Source: an optimization exercise on an open RTL-to-GDS flow (aim: small area and a short achievable clock period). Production flows keep margins and buffers that such runs may drop.
At most, simulation tests tie the RTL to the original design; equivalence was not proved.
Only the layout flow was run in run 3; the RTL was not checked for function there.
Power and IR drop assume default switching activity. The clock port is modelled as an ideal driver; clocking choices that lean on that would not hold on a real chip.

`design/flow/flow/run.sh`:
```
#!/bin/bash
set -euo pipefail
export BUFFER_PORTS_ARGS="-buffer_cell sky130_fd_sc_hd__buf_4"
export CTS_ARGS="-sink_clustering_enable -repair_clock_nets -sink_clustering_size 30 -sink_clustering_max_diameter 100 -dont_use_dummy_load"
bash standard.sh > standard.log 2>&1
```
`design/flow/standard.sh`:
```
#!/bin/bash
# synth_recipe.tcl (not shown) runs the flow's synth.tcl, then flattens the netlist and writes it again
# the make line also repeats each setting of config.mk as NAME=value (left out here)
make -C /OpenROAD-flow-scripts/flow DESIGN_CONFIG=/design/flow/config.mk WORK_HOME=/design/flow/orfs CLKGATE_MAP_FILE= SYNTH_SCRIPT=/design/flow/synth_recipe.tcl "${@:-finish}"
```
`design/flow/config.mk`:
```
export PLATFORM = sky130hd
export DESIGN_NAME = d5m_frame_axis_bridge
export DESIGN_NICKNAME = d5m_frame_axis_bridge
export VERILOG_FILES = /design/flow/design.v
export SDC_FILE = /design/flow/constraint.sdc
export NUM_CORES = 4
export LEC_CHECK = 0
export CAP_MARGIN = 20
export CORE_MARGIN = 2
export CORE_UTILIZATION = 70
export SETUP_SLACK_MARGIN = 2.6
export SLEW_MARGIN = 20
export TNS_END_PERCENT = 10
```
`design/flow/constraint.sdc`:
```
create_clock -name core_clock -period 5.0 [get_ports {ACLK}]
set_input_delay 1.0000 -clock core_clock [delete_from_list [all_inputs] [get_ports {ACLK}]]
set_output_delay 1.0000 -clock core_clock [all_outputs]
set_load 0.01 [all_outputs]
```
`design/flow/design.v`:
```
package d5m_axis_pkg;
  typedef enum logic [1:0] {
    WAIT_VB = 2'd0,
    ARMED   = 2'd1,
    ACTIVE  = 2'd2,
    DROP    = 2'd3
  } bridge_state_e;
  localparam logic [23:0] BAR_RGB = {
    3'b000, 3'b001, 3'b100, 3'b101, 3'b010, 3'b011, 3'b110, 3'b111
  };
  typedef struct packed {
    logic sof;
    logic eol;
  } entry_tag_t;
  localparam int TAG_W = 2;   
endpackage
module axis_sync_fifo_fwft #(
  parameter int WIDTH = 26,
  parameter int DEPTH = 64,
  parameter int LO    = 8
) (
  input  logic                  clk,
  input  logic                  wr_en,
  input  logic [LO-1:0]         wr_lo,
  input  logic [DEPTH/LO-1:0]   wr_hi,
  input  logic [WIDTH-1:0]      wr_data,
  input  logic [DEPTH-1:0]      rd_sel,
  output logic [WIDTH-1:0]      rd_data
);
  localparam int LV = $clog2(DEPTH);
  logic [WIDTH-1:0] mem [DEPTH];
  always_ff @(posedge clk) begin
    for (int i = 0; i < DEPTH; i++) begin
      if (wr_en && wr_lo[i % LO] && wr_hi[i / LO]) mem[i] <= wr_data;
    end
  end
  logic [WIDTH-1:0] or_t [LV+1][DEPTH];
  always_comb begin
    for (int l = 0; l <= LV; l++) begin
      for (int i = 0; i < DEPTH; i++) or_t[l][i] = '0;
    end
    for (int i = 0; i < DEPTH; i++) or_t[0][i] = mem[i] & {WIDTH{rd_sel[i]}};
    for (int l = 1; l <= LV; l++) begin
      for (int i = 0; i < (DEPTH >> l); i++) begin
        or_t[l][i] = or_t[l-1][2*i] | or_t[l-1][2*i+1];
      end
    end
  end
  assign rd_data = or_t[LV][0];
endmodule
module d5m_frame_axis_bridge #(
  parameter int DATA_WIDTH = 24,
  parameter int FIFO_DEPTH = 64,
  parameter int X_WIDTH    = 12,
  parameter int Y_WIDTH    = 12,
  parameter int BAR_SHIFT  = 5
) (
  input  logic                  ACLK,
  input  logic                  ARESETN,
  input  logic [DATA_WIDTH-1:0] idata,
  input  logic                  ifval,
  input  logic                  ilval,
  input  logic                  cfg_test_en,
  input  logic                  cfg_clr_ovf,
  input  logic                  m_axis_tready,
  output logic                  m_axis_tvalid,
  output logic [DATA_WIDTH-1:0] m_axis_tdata,
  output logic                  m_axis_tuser,
  output logic                  m_axis_tlast,
  output logic [X_WIDTH-1:0]    xCord,
  output logic [Y_WIDTH-1:0]    yCord,
  output logic [X_WIDTH-1:0]    frame_width,
  output logic [Y_WIDTH-1:0]    frame_height,
  output logic [15:0]           frame_count,
  output logic                  endOfFrame,
  output logic                  ovf_flag
);
  localparam int FW = DATA_WIDTH / 3;
  localparam int AW = $clog2(FIFO_DEPTH);
  localparam int LO = 8;
  localparam int HI = FIFO_DEPTH / LO;
  logic                  act_q, arm_q;
  logic                  ifval_q, ilval_q;
  logic                  test_en_q, sof_pend_q;
  logic                  xz_q;
  logic [2:0]            bk_q, bar_q;
  logic [X_WIDTH-1:0]    xcord_q, last_len_q, frame_w_q;
  logic                  yz_q, yp_q;
  logic [Y_WIDTH-1:0]    ycord_q, frame_h_q;
  logic [15:0]           frame_cnt_q;
  logic                  eof_q, ovf_q;
  logic                  hv_q;
  logic [LO-1:0]         ws_lo_q;
  logic [HI-1:0]         ws_hi_q;
  logic [FIFO_DEPTH-1:0] rd_sel_q;
  logic [AW-1:0]         cnt_q;
  logic                  ov_q;
  logic                  ae_q, full_q, blk_q;
  logic [DATA_WIDTH+1:0] out_q;
  logic                  pix_ok, fv_rise, fv_fall, acc, line_end, ovf_evt;
  logic [X_WIDTH-1:0]    xcord_p1, x_cur;
  logic [Y_WIDTH-1:0]    ycord_p1, y_cur;
  logic                  bk_step, test_en_d;
  logic [2:0]            bk_d;
  logic [DATA_WIDTH-1:0] pix_data;
  logic                  load, rd, inc, hv_d, full_d;
  logic [FIFO_DEPTH-1:0] ws_sel;
  logic [DATA_WIDTH:0]   rdata;
  logic                  rd_eol;
  assign xcord_p1 = xcord_q + X_WIDTH'(1);
  assign x_cur    = xz_q ? '0 : xcord_p1;
  assign ycord_p1 = ycord_q + Y_WIDTH'(1);
  assign y_cur    = yz_q ? '0 : (yp_q ? ycord_p1 : ycord_q);
  for (genvar gi = 0; gi < 3; gi++) begin : g_pix
    assign pix_data[gi*FW +: FW] = test_en_q ? {FW{bar_q[gi]}} : idata[gi*FW +: FW];
  end
  if (DATA_WIDTH > 3 * FW) begin : g_pix_pad
    assign pix_data[DATA_WIDTH-1:3*FW] = test_en_q ? '0 : idata[DATA_WIDTH-1:3*FW];
  end
  assign pix_ok   = ifval & ilval;
  assign fv_rise  = ifval & ~ifval_q;
  assign fv_fall  = ~ifval & ifval_q;
  assign acc      = act_q & pix_ok;
  assign line_end = hv_q & ~pix_ok;
  assign ovf_evt = blk_q & ~m_axis_tready;
  assign load    = ~ov_q | m_axis_tready;
  assign rd      = load & (~ae_q | hv_q);
  assign inc     = hv_q & ~ovf_evt;
  assign hv_d    = acc & ~ovf_evt;
  assign full_d  = (inc == rd) ? full_q : (inc && cnt_q == AW'(FIFO_DEPTH - 2));
  assign bk_step   = acc && !xz_q && xcord_q[BAR_SHIFT-1:0] == BAR_SHIFT'((1 << BAR_SHIFT) - 2);
  assign test_en_d = (arm_q && fv_rise) ? cfg_test_en : test_en_q;
  always_comb begin
    bk_d = bk_q;
    if ((arm_q && fv_rise) || line_end) bk_d = '0;
    else if (bk_step) bk_d = bk_q + 3'd1;
  end
  for (genvar gs = 0; gs < FIFO_DEPTH; gs++) begin : g_ws
    assign ws_sel[gs] = ws_lo_q[gs % LO] & ws_hi_q[gs / LO];
  end
  axis_sync_fifo_fwft #(
    .WIDTH (DATA_WIDTH + 1),
    .DEPTH (FIFO_DEPTH),
    .LO    (LO)
  ) u_mem (
    .clk     (ACLK),
    .wr_en   (~ovf_evt),
    .wr_lo   (ws_lo_q),
    .wr_hi   (ws_hi_q),
    .wr_data ({sof_pend_q, pix_data}),
    .rd_sel  (rd_sel_q),
    .rd_data (rdata)
  );
  logic [FIFO_DEPTH-1:0] eol_mem;
  always_ff @(posedge ACLK) begin
    for (int i = 0; i < FIFO_DEPTH; i++) begin
      if (hv_q && ws_sel[(i + 1) % FIFO_DEPTH]) eol_mem[i] <= ~pix_ok;
    end
  end
  assign rd_eol = ae_q ? ~pix_ok : |(eol_mem & rd_sel_q);
  always_ff @(posedge ACLK) begin
    if (rd) out_q <= {rdata[DATA_WIDTH], rd_eol, rdata[DATA_WIDTH-1:0]};
  end
  always_ff @(posedge ACLK) begin
    if (!ARESETN) begin
      act_q       <= 1'b0;
      arm_q       <= 1'b0;
      ifval_q     <= 1'b0;
      ilval_q     <= 1'b0;
      test_en_q   <= 1'b0;
      sof_pend_q  <= 1'b0;
      xz_q        <= 1'b1;
      bk_q        <= '0;
      bar_q       <= d5m_axis_pkg::BAR_RGB[2:0];
      xcord_q     <= '0;
      yz_q        <= 1'b1;
      yp_q        <= 1'b0;
      ycord_q     <= '0;
      last_len_q  <= '0;
      frame_w_q   <= '0;
      frame_h_q   <= '0;
      frame_cnt_q <= '0;
      eof_q       <= 1'b0;
      ovf_q       <= 1'b0;
      hv_q        <= 1'b0;
      ws_lo_q     <= LO'(1);
      ws_hi_q     <= HI'(1);
      rd_sel_q    <= FIFO_DEPTH'(1);
      cnt_q       <= '0;
      ov_q        <= 1'b0;
      ae_q        <= 1'b1;
      full_q      <= 1'b0;
      blk_q       <= 1'b0;
    end else begin
      ifval_q   <= ifval;
      ilval_q   <= ilval;
      eof_q     <= act_q & fv_fall & ~ovf_evt;
      ovf_q     <= ovf_evt | (ovf_q & ~cfg_clr_ovf);
      hv_q      <= hv_d;
      test_en_q <= test_en_d;
      bk_q      <= bk_d;
      bar_q     <= d5m_axis_pkg::BAR_RGB[3*bk_d +: 3];
      if (!act_q && !arm_q) begin
        if (!ifval) arm_q <= 1'b1;
      end
      if (arm_q && fv_rise) begin
        arm_q      <= 1'b0;
        act_q      <= 1'b1;
        sof_pend_q <= 1'b1;
        xz_q       <= 1'b1;
        yz_q       <= 1'b1;
      end
      if (acc) begin
        sof_pend_q <= 1'b0;
        xz_q       <= 1'b0;
        xcord_q    <= x_cur;
        ycord_q    <= y_cur;
        yz_q       <= 1'b0;
        yp_q       <= 1'b0;
      end
      if (line_end) begin
        xz_q       <= 1'b1;
        yz_q       <= 1'b0;
        yp_q       <= 1'b1;
        last_len_q <= x_cur;
      end
      if (ovf_evt) begin
        act_q <= 1'b0;
      end else if (act_q && fv_fall) begin
        act_q       <= 1'b0;
        arm_q       <= 1'b1;
        frame_w_q   <= line_end ? x_cur : last_len_q;
        frame_h_q   <= line_end ? ycord_p1 : y_cur;
        frame_cnt_q <= frame_cnt_q + 16'd1;
      end
      if (ovf_evt) begin
        ws_lo_q <= {ws_lo_q[0], ws_lo_q[LO-1:1]};
        if (ws_lo_q[0]) ws_hi_q <= {ws_hi_q[0], ws_hi_q[HI-1:1]};
      end else if (hv_d) begin
        ws_lo_q <= {ws_lo_q[LO-2:0], ws_lo_q[LO-1]};
        if (ws_lo_q[LO-1]) ws_hi_q <= {ws_hi_q[HI-2:0], ws_hi_q[HI-1]};
      end
      if (rd) rd_sel_q <= {rd_sel_q[FIFO_DEPTH-2:0], rd_sel_q[FIFO_DEPTH-1]};
      if (inc && !rd) cnt_q <= cnt_q + AW'(1);
      else if (!inc && rd) cnt_q <= cnt_q - AW'(1);
      if (load) ov_q <= rd;
      ae_q   <= (inc == rd) ? ae_q : (!inc && cnt_q == AW'(1));
      full_q <= full_d;
      blk_q  <= hv_d & full_d;
    end
  end
  assign m_axis_tvalid = ov_q;
  assign m_axis_tdata  = out_q[DATA_WIDTH-1:0];
  assign m_axis_tlast  = out_q[DATA_WIDTH];
  assign m_axis_tuser  = out_q[DATA_WIDTH+1];
  assign xCord         = xcord_q;
  assign yCord         = ycord_q;
  assign frame_width   = frame_w_q;
  assign frame_height  = frame_h_q;
  assign frame_count   = frame_cnt_q;
  assign endOfFrame    = eof_q;
  assign ovf_flag      = ovf_q;
endmodule
```
==> results_dict.tcl, run 1 <==
set metrics [dict create \
    clkTransAtPathRegs_ps 110 \
    ys.flop_type "edfxtp_1" \
    slew_violations 0 \
    port_buffers 123 \
    power_frac_seq_pct 67.6 \
    combPwrFrac_pct 4.4 \
    start_util_pct 70.80 \
    dieArea_um2 100500 \
    cp.required_ps 5320 \
    critical_path.top_delay_family "flip-flops" \
    hp-class "reg -> reg" \
    vias 47400 \
    dp_hpwl_um 152400 \
    ios 124 \
    synth_nets 4060 \
    ir_worst_vdd_mv 0.4179 \
    cp-end-kind "flop" \
    drive_above_1_share_pct 17.45 \
    coreArea_um2 96850 \
    setup_viol 0 \
    slowest_stage "dfxtp_1" \
    rsz0062_at_grt "true" \
    place_area_um2 71500 \
    power_density_nw_per_um2 337.5 \
    root_buffer "clkbuf_16" \
    stdcell_area_um2 75740 \
    die-height_um 317.0 \
    rows 114 \
    avgViaCountPerCell 8.701 \
    fillers 5158 \
    clock-sinks 1873 \
    syn_to_final_growth_pct 10.45 \
    place.gp.congestion 0.9927 \
    nets 4204 \
    fp.dieW_um 317.0 \
    clock_skew_ps 75.11 \
    fin_crit_sh_pct 56.06 \
    period_needed_ps 2803 \
    wl_per_cell_um 49.94 \
    critPathMaxStageDelay_ps 1210 \
    critPathArrivalTime_ps 3130 \
    outcome "timing/DRC/antenna clean" \
    ys_seq_area_share_pct 79.36 \
    fmax_mhz 356.8 \
    synth.distinct_cells 57 \
    numCtsBuffers 72 \
    grt_pass1_wl_um 352300 \
    drt_iter0_drc 12140 \
    hold_viol_final 0 \
    grt_start_max_net_pins 93 \
    cts_tree "done" \
    worstMarginPinSlew_ps 1317 \
    synth_edf_count 1690 \
    path_buf_inv 0 \
    multi_input_area_um2 13840 \
    routed_wl_um 272000 \
    clk_path_buf_depth 3 \
    hold_ws_ps 478.1 \
    htree_levels 3 \
    first_pass_iters 9 \
    grt_pass1_vias 42720 \
    power_switching_uw 5482 \
    crit_path_max_fanout 25 \
    synth.cell_area_um2 68570 \
    crit_path_start_kind "flop" \
    regArea_um2 54610 \
    yosys_warnings 4 \
    power.leakage_uw 0.02443 \
    cap_violations 0 \
    insertion_delay_ps 720 \
    syn_inst 4019 \
    switching_share_pct 21.45 \
    drc 0 \
    slew_headroom_pct 12.06 \
    grt-ovfl-total 0 \
    ant_nets 0 \
    crit_chain "and3_2" \
    synthArstFlopShare_pct 0 \
    grtUsageTotal_pct 53.15 \
    p_int_uw 20080 \
    clkPwrFrac_pct 28.0 \
    antenna_found_initial 22 \
    fin_setup_tns_ps 0 \
    ys_ff_latch 1873 \
    worstSetupPathType "reg -> reg" \
    syn_avg_cell_area_um2 17.06 \
]
worst min-delay path, cell delays in order (launching register included):
cell	delay [ps]
dfxtp_1	320
nand2_1	70
a21oi_1	60
layout by cell type, fill, tap and decap left out, types with 9 or more instances in the layout:
| cell | count |
|---|---|
| ha_1 | 10 |
| dfxtp_2 | 21 |
| dfxtp_1 | 116 |
| a21oi_1 | 114 |
| buf_8 | 20 |
| a221oi_2 | 80 |
| and3_4 | 21 |
| or4_1 | 20 |
| o21ai_4 | 25 |
| nand3_1 | 26 |
| a221oi_1 | 316 |
| nor3_1 | 15 |
| xor2_1 | 23 |
| nand2_1 | 219 |
| or3_1 | 10 |
| xnor2_1 | 13 |
| o21ai_0 | 46 |
| and3_1 | 71 |
| dfxtp_4 | 46 |
| a311oi_1 | 14 |
| inv_1 | 35 |
| mux2i_1 | 9 |
| buf_6 | 33 |
| nor2_1 | 82 |
| buf_12 | 31 |
| and2_1 | 14 |
| and3_2 | 44 |
| clkbuf_16 | 77 |
| a22oi_1 | 25 |
| diode_2 | 10 |
| a221oi_4 | 10 |
| or4_4 | 9 |
| nand4_1 | 118 |
| edfxtp_1 | 1690 |
| buf_4 | 278 |
| a22o_1 | 405 |
sequential cells by signal, summed over array words and instances (netlist names), 3 cells and up:
name         cells
u_mem.mem     1600
eol_mem         64
rd_sel_q        64
out_q           26
frame_cnt_q     16
frame_h_q       12
frame_w_q       12
last_len_q      12
xcord_q         12
ycord_q         12
ws_hi_q          8
ws_lo_q          8
cnt_q            6
bar_q            3
bk_q             3
path summary, 6_finish.rpt:
check,startpoint,endpoint,slack [ps],depth (start not counted)
max,ws_hi_q[4],u_mem.mem[35][11],2200,1
min,last_len_q[5],last_len_q[5],480,2
min reg2reg,last_len_q[5],last_len_q[5],480,2
max reg2reg,ws_hi_q[4],u_mem.mem[35][11],2200,1
stage by stage:
stage | worst slack (ps) | total power, uW | cells | utilization (%)
after floorplan | 2170 | 18080 | 4019 | -
after global placement | 1450 | 18610 | 5262 | 73.66
after detailed placement | 1399 | 18660 | 5268 | 73.83
after CTS | 2310 | 25260 | 5377 | 76.63
after global routing | 2323 | 25840 | 5440 | 78.18
final | 2197 | 25560 | 5447 | 78.20
cells by family (layout without fill, tap and decap cells):
logic type                 after synthesis  count (layout)  synth area share (%)
and+or+nand+nor                        684             684                 5.166
adders and majority gates               10              10                0.1825
xor gates and xnor gates                36              36                0.4598
other                                    0              10                     0
buffers and inverters                  344             484                 2.206
DFF                                   1873            1873                 79.36
muxes                                    9               9                0.1314
AOI/OAI and AO/OA                     1063            1065                 12.50
per-layer routing:
layer	up-vias	GRT usage, %	routed length, um
met1	22870	66.82	80070
met2	6327	70.89	107400
met3	1465	28.58	59080
met4	33	36.63	24760
li1	16700	-	-
met5	-	0	749
cells in the mapped netlist (all sizes together) (25+ instances only):
cell type,n,area share [%]
o21ai,72,0.53
or4,29,0.32
a221oi,406,5.2
and3,136,1.2
buf,174,1.3
nand2,220,1.2
edfxtp,1690,74
clkbuf,133,0.73
a21oi,114,0.83
nand3,28,0.21
a22o,407,5.2
dfxtp,183,5.3
nor2,84,0.47
nand4,118,1.1
inv,37,0.20
a22oi,25,0.27
area by class of cell:
cell class,count,share of cell area (%)
Inverter,37,0.2082
Multi-Input combinational cell,1804,18.27
Clock buffer,72,2.379
Timing Repair Buffer,375,4.892
Sequential cell,1873,72.11
Antenna cell,10,0.03304
Tap cell,1276,2.108
timing repair:
action / 4_1_cts / 5_1_grt
pin swaps: 21 / 31
endpoints found under the hold margin: 0 / 0
gates cloned: 2 / 5
hold buffers: 0 / 0
setup buffers: 35 / 54
resized for setup: 134 / 204
setup endpoints to repair: 2937 / 1248
power by group through the flow:
stage / registers [uW] / clock network, uW / logic [uW]
finish: 17300 / 7150 / 1130
global route: 17300 / 7440 / 1120
CTS: 17300 / 6950 / 1030
detailed placement: 17600 / 0 / 1010
global placement: 17600 / 0 / 959
floorplan: 17600 / 0 / 452
==> inputs of run 2 (changes only) <==
--- a/design/flow/config.mk
+++ b/design/flow/config.mk
@@ -10,4 +10,4 @@
 export CORE_UTILIZATION = 70
-export SETUP_SLACK_MARGIN = 2.6
+export SETUP_SLACK_MARGIN = 2.8
 export SLEW_MARGIN = 20
-export TNS_END_PERCENT = 10
+export TNS_END_PERCENT = 100
==> results_dict.tcl, run 2 <==
set metrics [dict create \
    outcome "timing/DRC/antenna clean" \
    dieArea_um2 100500 \
    hp-class "reg -> reg" \
    slowest_stage "dfxtp_1" \
    fillers 4957 \
    vias 47390 \
    rsz0062_at_grt "true" \
    ys_seq_area_share_pct 79.36 \
    regMostFlops "u_mem.mem" \
    clkPwrFrac_pct 28.0 \
    worstSetupPathType "reg -> reg" \
    synth.cell_area_um2 68570 \
    routed.top_layer "met5" \
    hold_viol_final 0 \
    power_switching_uw 5355 \
    critical_path.top_delay_family "flip-flops" \
    clkTransAtPathRegs_ps 120 \
    yosys_warnings 4 \
    grtUsageTotal_pct 52.50 \
    path_buf_inv 0 \
    layout_common_cells "edfxtp_1 (1690), a22o_1 (405), a221oi_1 (282)" \
    syn_to_final_growth_pct 12.55 \
    cp-end-kind "flop" \
    synthMostInstantiatedCell "edfxtp_1" \
    synth_top_area_share_pct 74.01 \
    port_buffers 123 \
    cts_tree "done" \
    combPwrFrac_pct 4.2 \
    drc 0 \
    clock_skew_ps 83.72 \
    routed_wl_um 269300 \
    ys_ff_latch 1873 \
    synthTopCellsByArea "edfxtp_1 (74%), dfxtp_1 (5.3%), a22o_1 (5.2%)" \
    final_common_cell "edfxtp_1" \
    drt_iter0_drc 11890 \
    hold_depth 2 \
    crit_path_max_fanout 25 \
    fin_setup_tns_ps 0 \
    cts-hold-fix-buffers 0 \
    power.leakage_uw 0.02484 \
    coreArea_um2 96850 \
    drt-met1-wl_um 78400 \
    nets 4249 \
    ys.flop_type "edfxtp_1" \
    crit_chain "and3_4" \
    grt_pass1_wl_um 348500 \
    die-height_um 317.0 \
    first_pass_iters 9 \
    place.gp.congestion 0.9073 \
    ios 124 \
    avgViaCountPerCell 8.607 \
    synthArstFlopShare_pct 0 \
    start_util_pct 70.80 \
    met3_length_um 53320 \
    power_frac_seq_pct 67.7 \
    drive_above_1_share_pct 20.66 \
    antenna_found_initial 12 \
    crit_path_start_kind "flop" \
    rows 114 \
    syn_avg_cell_area_um2 17.06 \
    grt_pass1_vias 42810 \
    numCtsBuffers 72 \
    insertion_delay_ps 750 \
    stdcell_area_um2 77170 \
    root_buffer "clkbuf_16" \
    slew_violations 0 \
    fmax_mhz 389.2 \
    clk_path_buf_depth 3 \
    critPathMaxStageDelay_ps 1140 \
    synth_nets 4060 \
    fin_crit_sh_pct 51.38 \
    period_needed_ps 2569 \
    switching_share_pct 21.04 \
    cp.required_ps 5330 \
    critPathArrivalTime_ps 2900 \
    crit_cells 1 \
    worstMarginPinSlew_ps 1217 \
    ir_worst_vdd_mv 0.2859 \
    wl_per_cell_um 48.90 \
    ys_top_cells_by_count "edfxtp_1 (1690), a22o_1 (407), a221oi_1 (406)" \
    htree_levels 3 \
    dp_hpwl_um 129400 \
    cap_violations 0 \
    ant_nets 0 \
    fp.dieW_um 317.0 \
    syn_inst 4019 \
    met2_length_um 109500 \
    synth_edf_count 1690 \
    grt-ovfl-total 0 \
    largestRegisters "u_mem.mem (1600), eol_mem (64), rd_sel_q (64)" \
    grt_start_max_net_pins 79 \
    power_density_nw_per_um2 329.7 \
    synth_area_leader_cell "edfxtp_1" \
    p_int_uw 20090 \
    setup_viol 0 \
    place_area_um2 71280 \
    slew_headroom_pct 18.73 \
    largest_register_ffs 1600 \
    clock-sinks 1873 \
    r2r_cells 1 \
    synth.distinct_cells 57 \
]
run 2: layout make-up:
| class | instances | area (um^2) | area share, % |
|---|---|---|---|
| clock buffer | 72 | 1802 | 2.335 |
| inverter | 37 | 146.4 | 0.1897 |
| sequential | 1873 | 54770 | 70.96 |
| timing repair buffer | 394 | 4274 | 5.538 |
| multi-input combinational | 1830 | 14530 | 18.83 |
| antenna | 24 | 60.06 | 0.07782 |
| tap | 1276 | 1597 | 2.069 |
run 2: what timing repair did:
item	CTS	global route
pin swaps	37	42
cloned	20	12
hold endpoints to repair	0	0
gates resized for setup	352	149
setup buffers	131	37
endpoints found under the setup margin	2363	673
run 2: logic make-up after synthesis:
family,count (synthesis),synth area share (%)
xor+xnor,36,0.4598
mux,9,0.1314
fa+ha+maj,10,0.1825
compound gates,1063,12.50
flops,1873,79.36
simple gates,684,5.166
buf+inv,344,2.206
run 2: power by group through the flow:
stage | Clock, uW | Sequential, uW | Combinational (uW)
after floorplan | 0 | 17600 | 486
after global placement | 0 | 17600 | 858
after detailed placement | 0 | 17600 | 909
after CTS | 6930 | 17200 | 986
after global routing | 7430 | 17200 | 1090
final | 7130 | 17200 | 1080
run 2: layer usage:
| metal | vias up | track usage [%] |
|---|---|---|
| met5 | - | 2.367 |
| met4 | 22 | 40.60 |
| met3 | 1623 | 22.49 |
| met2 | 6287 | 72.71 |
| met1 | 22600 | 65.45 |
| li1 | 16860 | - |
run 2: stage by stage:
stage	hold slack, ps	instances	power [uW]	utilization, %	worst slack, ps
6_report	465.4	5506	25450	79.68	2431
5_1_grt	483.6	5483	25760	79.62	2649
4_1_cts	465.3	5430	25150	78.25	2652
3_5_place_dp	448.3	5207	18540	73.60	1672
3_3_place_gp	444.6	5203	18490	73.49	1621
2_1_floorplan	439.7	4019	18110	-	2324
run 2: path summary, 6_finish.rpt:
| path | endpoint | slack, ps | startpoint |
|---|---|---|---|
| setup / recovery | u_mem.mem[59][4] | 2430 | ws_lo_q[3] |
| hold / removal | sof_pend_q | 470 | sof_pend_q |
| setup reg to reg | u_mem.mem[59][4] | 2430 | ws_lo_q[3] |
| hold reg to reg | sof_pend_q | 470 | sof_pend_q |
==> inputs of run 3 (changes only) <==
--- a/design/flow/design.v
+++ b/design/flow/design.v
@@ -18,4 +18,3 @@
   parameter int WIDTH = 26,
-  parameter int DEPTH = 64,
-  parameter int LO    = 8
+  parameter int DEPTH = 64
 ) (
@@ -23,4 +22,3 @@
   input  logic                  wr_en,
-  input  logic [LO-1:0]         wr_lo,
-  input  logic [DEPTH/LO-1:0]   wr_hi,
+  input  logic [DEPTH-1:0]      wr_sel,
   input  logic [WIDTH-1:0]      wr_data,
@@ -33,3 +31,3 @@
     for (int i = 0; i < DEPTH; i++) begin
-      if (wr_en && wr_lo[i % LO] && wr_hi[i / LO]) mem[i] <= wr_data;
+      if (wr_en && wr_sel[i]) mem[i] <= wr_data;
     end
@@ -79,4 +77,2 @@
   localparam int AW = $clog2(FIFO_DEPTH);
-  localparam int LO = 8;
-  localparam int HI = FIFO_DEPTH / LO;
   logic                  act_q, arm_q;
@@ -92,5 +88,3 @@
   logic                  hv_q;
-  logic [LO-1:0]         ws_lo_q;
-  logic [HI-1:0]         ws_hi_q;
-  logic [FIFO_DEPTH-1:0] rd_sel_q;
+  logic [FIFO_DEPTH-1:0] ws_sel_q, rd_sel_q;
   logic [AW-1:0]         cnt_q;
@@ -106,3 +100,2 @@
   logic                  load, rd, inc, hv_d, full_d;
-  logic [FIFO_DEPTH-1:0] ws_sel;
   logic [DATA_WIDTH:0]   rdata;
@@ -137,9 +130,5 @@
   end
-  for (genvar gs = 0; gs < FIFO_DEPTH; gs++) begin : g_ws
-    assign ws_sel[gs] = ws_lo_q[gs % LO] & ws_hi_q[gs / LO];
-  end
   axis_sync_fifo_fwft #(
     .WIDTH (DATA_WIDTH + 1),
-    .DEPTH (FIFO_DEPTH),
-    .LO    (LO)
+    .DEPTH (FIFO_DEPTH)
   ) u_mem (
@@ -147,4 +136,3 @@
     .wr_en   (~ovf_evt),
-    .wr_lo   (ws_lo_q),
-    .wr_hi   (ws_hi_q),
+    .wr_sel  (ws_sel_q),
     .wr_data ({sof_pend_q, pix_data}),
@@ -156,3 +144,3 @@
     for (int i = 0; i < FIFO_DEPTH; i++) begin
-      if (hv_q && ws_sel[(i + 1) % FIFO_DEPTH]) eol_mem[i] <= ~pix_ok;
+      if (hv_q && ws_sel_q[(i + 1) % FIFO_DEPTH]) eol_mem[i] <= ~pix_ok;
     end
@@ -185,4 +173,3 @@
       hv_q        <= 1'b0;
-      ws_lo_q     <= LO'(1);
-      ws_hi_q     <= HI'(1);
+      ws_sel_q    <= FIFO_DEPTH'(1);
       rd_sel_q    <= FIFO_DEPTH'(1);
@@ -235,9 +222,4 @@
       end
-      if (ovf_evt) begin
-        ws_lo_q <= {ws_lo_q[0], ws_lo_q[LO-1:1]};
-        if (ws_lo_q[0]) ws_hi_q <= {ws_hi_q[0], ws_hi_q[HI-1:1]};
-      end else if (hv_d) begin
-        ws_lo_q <= {ws_lo_q[LO-2:0], ws_lo_q[LO-1]};
-        if (ws_lo_q[LO-1]) ws_hi_q <= {ws_hi_q[HI-2:0], ws_hi_q[HI-1]};
-      end
+      if (ovf_evt) ws_sel_q <= {ws_sel_q[0], ws_sel_q[FIFO_DEPTH-1:1]};
+      else if (hv_d) ws_sel_q <= {ws_sel_q[FIFO_DEPTH-2:0], ws_sel_q[FIFO_DEPTH-1]};
       if (rd) rd_sel_q <= {rd_sel_q[FIFO_DEPTH-2:0], rd_sel_q[FIFO_DEPTH-1]};
--- a/design/flow/config.mk
+++ b/design/flow/config.mk
@@ -9,3 +9,3 @@
 export CORE_MARGIN = 2
-export CORE_UTILIZATION = 70
+export CORE_UTILIZATION = 65
 export SETUP_SLACK_MARGIN = 2.8
==> results_dict.tcl, run 3 <==
set metrics [dict create \
    outcome "timing/DRC/antenna clean" \
    coreArea_um2 108600 \
    clk_path_buf_depth 3 \
    cts-hold-fix-buffers 0 \
    die-height_um 334.2 \
    layout_common_cells "edfxtp_1 (1690), a22o_1 (392), nand2_1 (316)" \
    slew_headroom_pct 17.52 \
    place.gp.congestion 0.9212 \
    synth.cell_area_um2 70890 \
    ir_worst_vdd_mv 0.3745 \
    hold_viol_final 0 \
    fin_crit_sh_pct 50.34 \
    grt_start_max_net_pins 113 \
    rrSetupSlack_ps 2480 \
    worstSetupPathType "reg -> reg" \
    slew_violations 0 \
    fin_setup_tns_ps 0 \
    synthTopCellsByArea "edfxtp_1 (72%), dfxtp_1 (6.5%), a22o_1 (5.0%)" \
    power_density_nw_per_um2 319.7 \
    rsz0062_at_grt "true" \
    clkTransAtPathRegs_ps 120 \
    start_util_pct 65.30 \
    critPathArrivalTime_ps 2990 \
    r2r_start "rd_sel_q[12]" \
    synthMostInstantiatedCell "edfxtp_1" \
    rows 121 \
    fmax_mhz 397.3 \
    synth_top_area_share_pct 71.59 \
    grt_pass1_vias 44270 \
    grt-ovfl-total 0 \
    ios 124 \
    hp-class "reg -> reg" \
    nets 4644 \
    setup_viol 0 \
    period_needed_ps 2517 \
    grt_pass1_wl_um 392500 \
    insertion_delay_ps 730 \
    clock_skew_ps 72.41 \
    synth_area_leader_cell "edfxtp_1" \
    routed_wl_um 306500 \
    ys_seq_area_share_pct 78.12 \
    final_cells 6045 \
    wl_per_cell_um 50.70 \
    placed_cells 5602 \
    routed.top_layer "met5" \
    avgViaCountPerCell 8.378 \
    crit_path_start_kind "flop" \
    regMostFlops "u_mem.mem" \
    fillers 6350 \
    cts_tree "done" \
    first_pass_iters 14 \
    cap_violations 0 \
    worstMarginPinSlew_ps 1233 \
    largest_register_ffs 1600 \
    drive_above_1_share_pct 24.54 \
    met2_length_um 120600 \
    syn_to_final_growth_pct 15.67 \
    multi_input_area_um2 16440 \
    ys_ff_latch 1921 \
    synth_nets 4294 \
    synth.distinct_cells 59 \
    drt_iter0_drc 11390 \
    yosys_warnings 4 \
    cp-end-kind "flop" \
    ys.flop_type "edfxtp_1" \
    syn_avg_cell_area_um2 16.67 \
    hold_ws_ps 461.7 \
    drt-met1-wl_um 91720 \
    synth_edf_count 1690 \
    htree_levels 3 \
    hold_path_end "last_len_q[10]" \
    r2r_end "out_q[13]" \
    r2r_cells 6 \
    crit_path_max_fanout 6 \
    antenna_found_initial 28 \
    grtUsageTotal_pct 53.88 \
    dieArea_um2 111700 \
    synthArstFlopShare_pct 0 \
    syn_inst 4253 \
    clock-sinks 1921 \
    numCtsBuffers 74 \
    port_buffers 123 \
    hold_start "last_len_q[10]" \
    final_core_util_pct 75.54 \
    regArea_um2 55720 \
    final_common_cell "edfxtp_1" \
    ant_nets 0 \
    ys_top_cells_by_count "edfxtp_1 (1690), a22o_1 (407), a221oi_1 (383)" \
    drc 0 \
    hold_depth 2 \
    power.leakage_uw 0.02662 \
    dp_hpwl_um 146600 \
    cp.required_ps 5470 \
    met3_length_um 60400 \
    finalPower_uw 26220 \
    vias 50640 \
    fp.dieW_um 334.2 \
    root_buffer "clkbuf_16" \
]
[run 3: changes by cell type after synthesis, moves of 34 or more]
cell      delta
a311oi_1    +49
and2_1     +125
and3_1     -129
buf_6       +34
clkbuf_1    -34
dfxtp_1     +48
nand2_1    +101
nor2_1      +54
[run 3: what timing repair did]
action                                   CTS  global route
setup buffers                            231            41
pin swaps                                114            61
endpoints found under the hold margin      0             0
endpoints found under the setup margin  3314           529
gates cloned                              60             7
gates resized for setup                  534           123
[run 3: power by group]
group          total (uW)  leakage, uW  internal [uW]  switching (uW)
combinational        1170      0.00854            312             854
clock                7420     0.000912           2690            4730
sequential          17600       0.0172          17600            71.9
total               26200       0.0266          20600            5650
[run 3: through the flow]
step	worst slack [ps]	cell area (um^2)
finish	2483	82000
global route	2536	81940
CTS	2530	80710
detailed placement	1652	73430
global placement	1687	73430
floorplan	2429	71470
[run 3: logic make-up (layout without fill, tap and decap cells)]
kind of cell / Yosys count / count (layout) / share of synthesized area [%]
AO/OA/AOI/OAI: 1114 / 1119 / 12.94
XOR/XNOR: 35 / 35 / 0.4325
adder cells (fa/ha/maj): 10 / 10 / 0.1765
buffers and inverters: 342 / 635 / 2.533
flip-flops: 1921 / 1921 / 78.12
multiplexers: 5 / 5 / 0.07061
other: 0 / 30 / 0
AND/OR/NAND/NOR: 826 / 876 / 5.731
[run 3: worst max path at each step]
stage | from | endpoint | slack [ps] | cells after the start
final | rd_sel_q[12] | out_q[13] | 2480 | 6
after global routing | out_q[25] | m_axis_tuser | 2540 | 1
after CTS | out_q[25] | m_axis_tuser | 2530 | 1
after detailed placement | m_axis_tready | u_mem.mem[45][0] | 1650 | 4
after global placement | m_axis_tready | u_mem.mem[19][0] | 1690 | 4
after floorplan | m_axis_tready | cnt_q[5] | 2430 | 11
[run 3: metal layers]
metal / vias up / GRT usage [%]
met3: 1709 / 28.03
met5: - / 2.128
met2: 6291 / 71.26
met1: 24650 / 65.88
met4: 26 / 42.98
li1: 17970 / -
[run 3: area by class of cell]
type / count / share of cell area [%]
diodes: 30 / 0.09156
clock buffers: 74 / 2.258
inverters: 41 / 0.1968
multi-input cells: 2045 / 20.05
flip-flops and latches: 1921 / 67.96
well taps: 1414 / 2.158
repair buffers: 520 / 7.286
[run 3: worst max-delay path: stages, from the launching register on]
cell and delay (ps):
dfxtp_4 400, buf_16 160, buf_4 160, a22o_1 220, a221oi_2 260, nand4_1 400
or4_4 660

[port drivers added, routing unchanged]
No port has a modelled driver above. Below, the same layouts with a new extraction and two added sets of constraints. Step 1 assumes that a clkbuf_16 drives the clock port and a buf_2 every other input. Step 2 adds t to the input delays and takes it off the output delays; t is the mean of the earliest and latest rising clock arrival at the registers after step 1. Input paths then give back, and output paths get back, about the clock's delay inside the block. Three values: ideal ports, drivers, drivers and shift; two values: the first two.
| run | shift t [ns] | setup slack, ns | slew at the worst register clock pin (ns) | pins driven straight from the clock port |
|---|---|---|---|---|
| run 1 | 0.758 | 2.197 / 2.197 / 1.815 | 0.12 / 0.12 | 1 |
| run 2 | 0.769 | 2.431 / 2.431 / 1.962 | 0.12 / 0.12 | 1 |
| run 3 | 0.773 | 2.483 / 2.429 / 2.072 | 0.12 / 0.12 | 1 |
After both steps setup and hold are still met in every run listed. For run 2, which loses most, drivers alone change the setup slack by 0.000 ns; drivers and shift together by -0.469 ns.
